What follows belongs to an exercise in optimizing a design on an open flow for small area and a short achievable clock period; a production flow would make more cautious choices. Function was checked by simulation only, so behaviour that the tests miss may differ from the original. Power and IR drop assume default switching activity.

// multi_rf_renamer
module multi_rf_renamer (
  input  logic        clk,
  input  logic        rst,
  output logic        init_done,
  input  logic        rename_req,
  input  logic [0:0]  rename_rf,
  input  logic [4:0]  rename_rd,
  output logic        rename_ready,
  output logic [5:0]  rename_phys_rd,
  input  logic [2:0]  rs_rf,
  input  logic [14:0] rs_addr,
  output logic [17:0] rs_phys,
  input  logic        issue_commit,
  input  logic        rollback,
  input  logic        retire_valid,
  input  logic        retire_discard,
  output logic        inuse_full
);
  logic       run;
  logic [4:0] init_cnt;
  always_ff @(posedge clk or negedge rst) begin
    if (!rst) begin
      run      <= 1'b0;
      init_cnt <= '0;
    end else if (!run) begin
      init_cnt <= init_cnt + 1'b1;
      if (init_cnt == 5'd31) run <= 1'b1;
    end
  end
  assign init_done = run;
  logic [5:0] tbl [64];
  function automatic logic [5:0] tbl_rd(input logic [5:0] idx);
    logic [5:0] lv [64];
    lv[0] = '0;
    for (int i = 1; i < 64; i++) lv[i] = tbl[i];
    for (int b = 0; b < 6; b++)
      for (int i = 0; i < (64 >> (b + 1)); i++)
        lv[i] = idx[b] ? lv[2*i + 1] : lv[2*i];
    tbl_rd = lv[0];
  endfunction
  logic       prev_nz;    
  logic       prev_rf;
  logic [4:0] prev_rd;
  logic [5:0] prev_old;
  logic [5:0] prev_new;   
  logic [11:0] iu_mem [32];    
  logic [4:0]  iu_rd_nxt, iu_wr_ptr;    
  logic [5:0]  iu_count;
  logic        h_rf;                   
  logic [4:0]  h_rd;
  logic [5:0]  h_old;
  assign inuse_full = iu_count[5];
  logic [1:0] fl_push, fl_pop, fl_unpop, fl_empty;
  logic [5:0] fl_head [2];
  logic rename_zero, rename_fire, ren_write;
  logic rollback_fire, retire_fire, discard_fire, iu_push;
  assign rename_zero    = (rename_rd == 5'd0) & ~rename_rf[0];
  assign rename_ready   = run & ~rollback & ~(retire_valid & retire_discard)
  ...
make LEC_CHECK=0 CAP_MARGIN=20 CORE_MARGIN=2 CORE_UTILIZATION=65 CTS_BUF_LIST='sky130_fd_sc_hd__clkbuf_4 sky130_fd_sc_hd__clkbuf_8' SETUP_SLACK_MARGIN=1.4 SLEW_MARGIN=20 finish   # period 5.2 ns
run.sh (not shown) runs the stock make flow with config.mk's settings and CLKGATE_MAP_FILE= SYNTH_SCRIPT=/design/flow/synth_recipe.tcl, a recipe that flattens the netlist after the stock synthesis.
The baseline went through all stages and came out clean.
Edit:
--- a/flow/config.mk
+++ b/flow/config.mk
@@ -8,6 +8,5 @@
 export CAP_MARGIN = 20
 export CORE_MARGIN = 2
-export CORE_UTILIZATION = 65
-export CTS_BUF_LIST = sky130_fd_sc_hd__clkbuf_4 sky130_fd_sc_hd__clkbuf_8
-export SETUP_SLACK_MARGIN = 1.4
+export CORE_UTILIZATION = 55
+export SETUP_SLACK_MARGIN = 1.6
 export SLEW_MARGIN = 20
Outcome:
- die area rose by 18%
- fmax rises by 1.0%
- clock-buffer cell count decreases by 109
- first-iteration DRC count is lower by 12%
- utilization fell by 11 points
- worst setup slack improved by 0.041 ns
- clock power rises by 8.3%
- routed wire length goes up by 2.2%
- clock skew climbs by 0.017 ns
- worst hold slack is better by 0.12 ns
- design area increases by 0.55%
Edit:
--- a/flow/config.mk
+++ b/flow/config.mk
@@ -9,4 +9,5 @@
 export CORE_MARGIN = 2
 export CORE_UTILIZATION = 55
-export SETUP_SLACK_MARGIN = 1.6
+export CTS_BUF_LIST = sky130_fd_sc_hd__clkbuf_4 sky130_fd_sc_hd__clkbuf_8
+export SETUP_SLACK_MARGIN = 1.2
 export SLEW_MARGIN = 20
Effect: The new run completed with no timing, DRC or antenna violations; wire length is higher slightly; flip-flop and latch count does not change; setup slack loses 0.027 ns; worst hold slack loses 0.13 ns; via count is higher slightly; area after synthesis is unchanged; clock skew is higher by 0.021 ns; die area does not change; cell area is lower slightly.
Edit:
--- a/flow/config.mk
+++ b/flow/config.mk
@@ -10,4 +10,4 @@
 export CORE_UTILIZATION = 55
 export CTS_BUF_LIST = sky130_fd_sc_hd__clkbuf_4 sky130_fd_sc_hd__clkbuf_8
-export SETUP_SLACK_MARGIN = 1.2
+export SETUP_SLACK_MARGIN = 1.4
 export SLEW_MARGIN = 20
Outcome: Power is lower by 1.8%. Via count stays flat. Die area is unchanged. First-iteration DRC count is higher by 2.0%. Setup slack gets better by 0.047 ns. Maximum frequency is higher by 1.2%. Synthesized area is unchanged. Core utilization barely changes. Combinational power is lower by about 0.9%.

[static timing again, ports no longer ideal]
Ports are ideal in the flow. The routed layouts listed here were re-timed in OpenROAD. Step 1 sets driving cells, clkbuf_16 on the clock port and buf_2 on the other inputs (assumed; they add their load-dependent delay and slew). Step 2 moves the port delays by t, midway between the first and last clock arrival at a register: inputs arrive t later, outputs are due t later. That takes back most of the time a late clock gives input paths. a / b / c = ideal / step 1 / step 2; a / b = the first two.
| run | shift t [ns] | setup WS [ns] | latest minus earliest clock arrival (ns) | worst register clock-pin slew, ns |
|---|---|---|---|---|
| the first run | 0.949 | 1.083 / 0.842 / 0.594 | 0.033 / 0.033 | 0.07 / 0.07 |
| the second run | 0.817 | 1.124 / 0.869 / 0.758 | 0.047 / 0.047 | 0.06 / 0.06 |
| the third run | 0.958 | 1.097 / 0.889 / 0.474 | 0.061 / 0.060 | 0.07 / 0.07 |
| the fourth run | 0.939 | 1.144 / 0.816 / 0.564 | 0.071 / 0.072 | 0.07 / 0.07 |
After both steps setup and hold are still met in every run listed. For the third run, which loses most, drivers alone change the setup slack by -0.208 ns; drivers and shift together by -0.623 ns.
